What follows belongs to an exercise in optimizing a design on an open flow for small area and a short achievable clock period; a production flow would make more cautious choices. Only simulation tests tie the RTL to the original design; equivalence was not proved. No activity file was given, so power comes from the tool's default toggle rates.

Setup of PW:
==> flow/design.v (excerpt) <==
module datapath_top (
	input  logic            clk,
	input  logic            reset_n,
	input  mips_pkg::word_t instr,
	input  mips_pkg::word_t pc_plus4,
	input  mips_pkg::word_t load_data,
	output mips_pkg::word_t alu_result,
	output mips_pkg::word_t mem_addr,
	output mips_pkg::word_t mem_wdata,
	output logic            mem_read,
	output logic            mem_write,
	output logic            branch_taken,
	output mips_pkg::word_t branch_target
);
	logic [31:1] rs_sel;
	logic [31:1] rt_sel;
	logic [31:0][3:0] rs_part;
	logic [31:0][3:0] rt_part;
	logic [31:1] rf_valid;
	mips_pkg::ctrl_t id_ctrl;
	mips_pkg::word_t id_rs_term;
	mips_pkg::word_t id_rt_v;
	mips_pkg::word_t id_bb_base;
	logic [3:0] id_a_byp;
	logic [1:0] id_rt_byp;
	logic [1:0] id_b_byp;
	mips_pkg::reg_addr_t id_wb_addr;
	mips_pkg::word_t id_target;
	mips_pkg::word_t wb_data;
	mips_pkg::word_t op_rt;
	mips_pkg::word_t result_d;
	logic taken_d;
	mips_pkg::word_t ex_result;
	mips_pkg::reg_addr_t ex_wb_addr;
	logic ex_mem_read;
	logic mem_read_d_rst;
	mips_pkg::word_t result_out;
	decode_stage u_decode_stage (
		.clk        (clk),
		.reset_n    (reset_n),
		.instr      (instr),
		.pc_plus4   (pc_plus4),
		.rs_sel     (rs_sel),
		.rt_sel     (rt_sel),
		.rs_part    (rs_part),
		.rt_part    (rt_part),
		.rf_valid   (rf_valid),
		.ex_wb_addr (ex_wb_addr),
		.wb_data    (wb_data),
		.id_ctrl    (id_ctrl),
		.id_rs_term (id_rs_term),
		.id_rt_v    (id_rt_v),
		.id_bb_base (id_bb_base),
		.id_a_byp   (id_a_byp),
		.id_rt_byp  (id_rt_byp),
		.id_b_byp   (id_b_byp),
		.id_wb_addr (id_wb_addr),
		.id_target  (id_target)
	);
	register_file u_register_file (
		.clk     (clk),
		.reset_n (reset_n),
  ...
==> module rs_fetch_bit, before the edit <==
module rs_fetch_bit (
	input  logic [3:0] part,
	input  logic       wb,
	input  logic       kp,      
	input  logic       kn,      
	input  logic       kwp,     
	input  logic       kwn,     
	output logic       term
);
	logic rf;
	assign rf = |part;
	assign term = (kp & rf) | (kn & ~rf) | (kwp & wb) | (kwn & ~wb);
endmodule
==> module rt_fetch_bit, before the edit <==
module rt_fetch_bit (
	input  logic [3:0] part,
	input  logic       wb,
	input  logic       ext,
	input  logic       kr_rf,   
	input  logic       kr_wb,   
	input  logic       kb_rf,   
	input  logic       kb_wb,   
	input  logic       kb_imm,  
	output logic       rt_v,
	output logic       bb_base
);
	logic rf;
	assign rf = |part;
	assign rt_v = (kr_rf & rf) | (kr_wb & wb);
	assign bb_base = (kb_rf & rf) | (kb_wb & wb) | (kb_imm & ext);
endmodule
==> module decode_stage, before the edit <==
module decode_stage (
	input  logic                clk,
	input  logic                reset_n,
	input  mips_pkg::word_t     instr,
	input  mips_pkg::word_t     pc_plus4,
	output logic [31:1]         rs_sel,
	output logic [31:1]         rt_sel,
	input  logic [31:0][3:0]    rs_part,
	input  logic [31:0][3:0]    rt_part,
	input  logic [31:1]         rf_valid,
	input  mips_pkg::reg_addr_t ex_wb_addr,
	input  mips_pkg::word_t     wb_data,
	output mips_pkg::ctrl_t     id_ctrl,
	output mips_pkg::word_t     id_rs_term,
	output mips_pkg::word_t     id_rt_v,
	output mips_pkg::word_t     id_bb_base,
	output logic [3:0]          id_a_byp,     
	output logic [1:0]          id_rt_byp,    
	output logic [1:0]          id_b_byp,
	output mips_pkg::reg_addr_t id_wb_addr,
	output mips_pkg::word_t     id_target
);
	logic [5:0] opcode;
	logic [5:0] funct;
	logic fn_ok;
	logic is_r, is_lw, is_sw, is_beq;
	mips_pkg::ctrl_t ctrl;
	mips_pkg::reg_addr_t wb_addr;
	mips_pkg::reg_addr_t rs;
	mips_pkg::reg_addr_t rt;
	logic byp1_rs, byp1_rt, byp2_rs, byp2_rt;
	assign opcode = instr[31:26];
	assign funct = instr[5:0];
	assign rs = instr[25:21];
	assign rt = instr[20:16];
	assign fn_ok = (funct == mips_pkg::fn_add) || (funct == mips_pkg::fn_sub) ||
		(funct == mips_pkg::fn_and) || (funct == mips_pkg::fn_or) ||
		(funct == mips_pkg::fn_slt);
	assign is_r = (opcode == mips_pkg::op_rtype) && fn_ok;
	assign is_lw = (opcode == mips_pkg::op_lw);
	assign is_sw = (opcode == mips_pkg::op_sw);
	assign is_beq = (opcode == mips_pkg::op_beq);
	always_comb begin
		ctrl = '0;
		ctrl.alu_src = is_lw | is_sw;
		ctrl.alu_sub = is_beq | (is_r & ((funct == mips_pkg::fn_sub) || (funct == mips_pkg::fn_slt)));
		ctrl.alu_and = is_r & (funct == mips_pkg::fn_and);
		ctrl.alu_or = is_r & (funct == mips_pkg::fn_or);
		ctrl.alu_slt = is_r & (funct == mips_pkg::fn_slt);
		ctrl.mem_read = is_lw;
		ctrl.mem_write = is_sw;
		ctrl.branch = is_beq;
	end
	assign wb_addr = is_r ? instr[15:11] : (is_lw ? rt : 5'd0);
	assign byp1_rs = (id_wb_addr != 5'd0) && (id_wb_addr == rs);
	assign byp1_rt = (id_wb_addr != 5'd0) && (id_wb_addr == rt);
	assign byp2_rs = !byp1_rs && (ex_wb_addr != 5'd0) && (ex_wb_addr == rs);
	assign byp2_rt = !byp1_rt && (ex_wb_addr != 5'd0) && (ex_wb_addr == rt);
	logic [3:0] rs_lo, rt_lo;
	logic [7:0] rs_hi, rt_hi;
	reg_predec u_rs_pre (.r (rs), .lo (rs_lo), .hi (rs_hi));
	reg_predec u_rt_pre (.r (rt), .lo (rt_lo), .hi (rt_hi));
	for (genvar i = 1; i < 32; i++) begin : g_sel
		reg_sel u_rs (.lo (rs_lo[i % 4]), .hi (rs_hi[i / 4]), .valid (rf_valid[i]), .sel (rs_sel[i]));
		reg_sel u_rt (.lo (rt_lo[i % 4]), .hi (rt_hi[i / 4]), .valid (rf_valid[i]), .sel (rt_sel[i]));
	end
	mips_pkg::word_t ext;
	logic sub;
	logic ld1;
	logic rs_rf, rt_rf;
	mips_pkg::word_t rs_term, rt_v, bb_base;
	assign ext = {{16{instr[15]}}, instr[15:0]};
	assign sub = ctrl.alu_sub;
	assign ld1 = id_ctrl.mem_read;
	assign rs_rf = reset_n && !byp1_rs && !byp2_rs;
	assign rt_rf = reset_n && !byp1_rt && !byp2_rt;
	for (genvar b = 0; b < 32; b++) begin : g_val
		rs_fetch_bit u_rs (
			.part (rs_part[b]),
			.wb   (wb_data[b]),
			.kp   (rs_rf & !sub),
			.kn   (rs_rf & sub),
			.kwp  (reset_n & byp2_rs & !sub),
			.kwn  (reset_n & byp2_rs & sub),
			.term (rs_term[b])
		);
		rt_fetch_bit u_rt (
			.part    (rt_part[b]),
			.wb      (wb_data[b]),
			.ext     (ext[b]),
			.kr_rf   (rt_rf),
			.kr_wb   (reset_n & byp2_rt),
			.kb_rf   (rt_rf & !ctrl.alu_src),
			.kb_wb   (reset_n & byp2_rt & !ctrl.alu_src),
			.kb_imm  (reset_n & ctrl.alu_src),
			.rt_v    (rt_v[b]),
			.bb_base (bb_base[b])
		);
	end
	always_ff @(posedge clk) begin
		id_rs_term <= rs_term;
		id_rt_v <= rt_v;
		id_bb_base <= bb_base;
		id_target <= {32{reset_n}} & (pc_plus4 + {ext[29:0], 2'b00});
	end
	always_ff @(posedge clk) begin
		if (!reset_n) begin
			id_ctrl <= '0;
			id_a_byp <= '0;
			id_rt_byp <= '0;
			id_b_byp <= '0;
			id_wb_addr <= '0;
		end else begin
			id_ctrl <= ctrl;
			id_a_byp <= {byp1_rs & ld1 & sub, byp1_rs & ld1 & !sub,
				byp1_rs & !ld1 & sub, byp1_rs & !ld1 & !sub};
			id_rt_byp <= {byp1_rt & ld1, byp1_rt & !ld1};
			id_b_byp <= {byp1_rt & ld1 & !ctrl.alu_src, byp1_rt & !ld1 & !ctrl.alu_src};
			id_wb_addr <= wb_addr;
		end
	end
endmodule
==> flow/config.mk <==
export PLATFORM = sky130hd
export DESIGN_NAME = datapath_top
export DESIGN_NICKNAME = datapath_top
export VERILOG_FILES = /design/flow/design.v
export SDC_FILE = /design/flow/constraint.sdc
export NUM_CORES = 4
export LEC_CHECK = 0
export CAP_MARGIN = 20
export CORE_MARGIN = 2
export CORE_UTILIZATION = 40
export SETUP_SLACK_MARGIN = 4.7
export SLEW_MARGIN = 20
export SYNTH_HIERARCHICAL = 1
==> flow/constraint.sdc <==
create_clock -name core_clock -period 7.5 [get_ports {clk}]
set_input_delay 1.5000 -clock core_clock [delete_from_list [all_inputs] [get_ports {clk}]]
set_output_delay 1.5000 -clock core_clock [all_outputs]
set_load 0.01 [all_outputs]
standard.sh (not shown) runs the stock make flow with config.mk's settings and CLKGATE_MAP_FILE= SYNTH_SCRIPT=/design/flow/synth_recipe.tcl, a recipe that flattens the netlist after the stock synthesis.
==> flow/flow/run.sh <==
#!/bin/bash
# The standard flow, with plain buffers (not delay cells) on the ports, the
# resizer free to swap cell footprints, and a clock tree of smaller buffers
# without dummy loads. synthesis runs unchanged first.
set -euo pipefail
bash standard.sh synth > flow_synth.log 2>&1
bash standard.sh MATCH_CELL_FOOTPRINT=0 \
  "BUFFER_PORTS_ARGS=-buffer_cell sky130_fd_sc_hd__buf_2" \
  "CTS_ARGS=-sink_clustering_enable -repair_clock_nets -dont_use_dummy_load -buf_list sky130_fd_sc_hd__clkbuf_8" \
  finish > flow_layout.log 2>&1
What MS does differently from PW at the input level:
--- a/flow/design.v
+++ b/flow/design.v
@@ -113,39 +113,58 @@
 	input  logic hi,
 	input  logic valid,
 	output logic sel
 );
 	assign sel = lo & hi & valid;
 endmodule
-module rs_fetch_bit (
+module rd_or4 (
 	input  logic [3:0] part,
+	output logic       y
+);
+	logic n01, n23;
+	rd_nor2 u_n01 (.a (part[0]), .b (part[1]), .y (n01));
+	rd_nor2 u_n23 (.a (part[2]), .b (part[3]), .y (n23));
+	rd_nand2 u_y (.a (n01), .b (n23), .y (y));
+endmodule
+module rd_nor2 (
+	input  logic a,
+	input  logic b,
+	output logic y
+);
+	assign y = ~(a | b);
+endmodule
+module rd_nand2 (
+	input  logic a,
+	input  logic b,
+	output logic y
+);
+	assign y = ~(a & b);
+endmodule
+module rs_fetch_bit (
+	input  logic       rf,      
 	input  logic       wb,
 	input  logic       kp,      
 	input  logic       kn,      
 	input  logic       kwp,     
 	input  logic       kwn,     
 	output logic       term
 );
-	logic rf;
-	assign rf = |part;
 	assign term = (kp & rf) | (kn & ~rf) | (kwp & wb) | (kwn & ~wb);
 endmodule
 module rt_fetch_bit (
-	input  logic [3:0] part,
+	input  logic       rf,      
 	input  logic       wb,
 	input  logic       ext,
 	input  logic       kr_rf,   
 	input  logic       kr_wb,   
 	input  logic       kb_rf,   
 	input  logic       kb_wb,   
 	input  logic       kb_imm,  
 	output logic       rt_v,
 	output logic       bb_base
 );
-	logic rf;
-	assign rf = |part;
 	assign rt_v = (kr_rf & rf) | (kr_wb & wb);
 	assign bb_base = (kb_rf & rf) | (kb_wb & wb) | (kb_imm & ext);
 endmodule
 module decode_stage (
 	input  logic                clk,
 	input  logic                reset_n,
@@ -220,23 +239,26 @@
 	assign ext = {{16{instr[15]}}, instr[15:0]};
 	assign sub = ctrl.alu_sub;
 	assign ld1 = id_ctrl.mem_read;
 	assign rs_rf = reset_n && !byp1_rs && !byp2_rs;
 	assign rt_rf = reset_n && !byp1_rt && !byp2_rt;
 	for (genvar b = 0; b < 32; b++) begin : g_val
+		logic rs_or, rt_or;
+		rd_or4 u_rs_or (.part (rs_part[b]), .y (rs_or));
+		rd_or4 u_rt_or (.part (rt_part[b]), .y (rt_or));
 		rs_fetch_bit u_rs (
-			.part (rs_part[b]),
+			.rf   (rs_or),
 			.wb   (wb_data[b]),
 			.kp   (rs_rf & !sub),
 			.kn   (rs_rf & sub),
 			.kwp  (reset_n & byp2_rs & !sub),
 			.kwn  (reset_n & byp2_rs & sub),
 			.term (rs_term[b])
 		);
 		rt_fetch_bit u_rt (
-			.part    (rt_part[b]),
+			.rf      (rt_or),
 			.wb      (wb_data[b]),
 			.ext     (ext[b]),
 			.kr_rf   (rt_rf),
 			.kr_wb   (reset_n & byp2_rt),
 			.kb_rf   (rt_rf & !ctrl.alu_src),
 			.kb_wb   (reset_n & byp2_rt & !ctrl.alu_src),
==> comparison <==
Comparing MS and PW, the lower worst slack at placement is on MS.
Every stage of the flow completed for PW, and the final layout passed the timing, DRC and antenna checks.
Both conditions hold for MS: the flow ran to the end and the final layout passed the timing, DRC and antenna checks.
Worst setup path category: in -> reg -> PW, reg -> out -> MS
Where highest ir drop seen on vdd is concerned, PW is better than MS.
Clock power share, MS and PW: lower on PW
MS vs. PW: placeable core region essentially unchanged; placed standard-cell area has remained practically unchanged; utilization of the core after routing lower.
MS vs PW, master of the slowest instance on the critical path: sky130_fd_sc_hd__dfxtp_4 vs sky130_fd_sc_hd__or4_4

-- separate check: timing with driven ports --
In the flow no input, the clock included, has a driving cell. The finished layouts below were timed again as built, in two steps. Step 1: set_driving_cell puts a clkbuf_16 on clk and a buf_2 on each other input, an assumption about the parent block. Step 2 moves the port delays by t, midway between the first and last clock arrival at a register: inputs arrive t later, outputs are due t later. That takes back most of the time a late clock gives input paths. Three values: no drivers, after step 1, after step 2; two values: the first two.
| run | shift t [ns] | setup WS [ns] | worst hold slack (ns) | clock arrival spread, ns | worst data-port slew with drivers (ns) |
|---|---|---|---|---|---|
| PW | 1.009 | 4.467 / 4.394 / 3.385 | 0.440 / 0.440 / 0.440 | 0.100 / 0.100 | 0.18 |
| MS | 0.980 | 4.589 / 4.513 / 3.646 | 0.439 / 0.439 / 0.439 | 0.099 / 0.099 | 0.16 |
After both steps every run listed still meets setup and hold. The setup slack of PW, which loses most, moves by -0.073 ns with the drivers and by -1.082 ns with both steps.
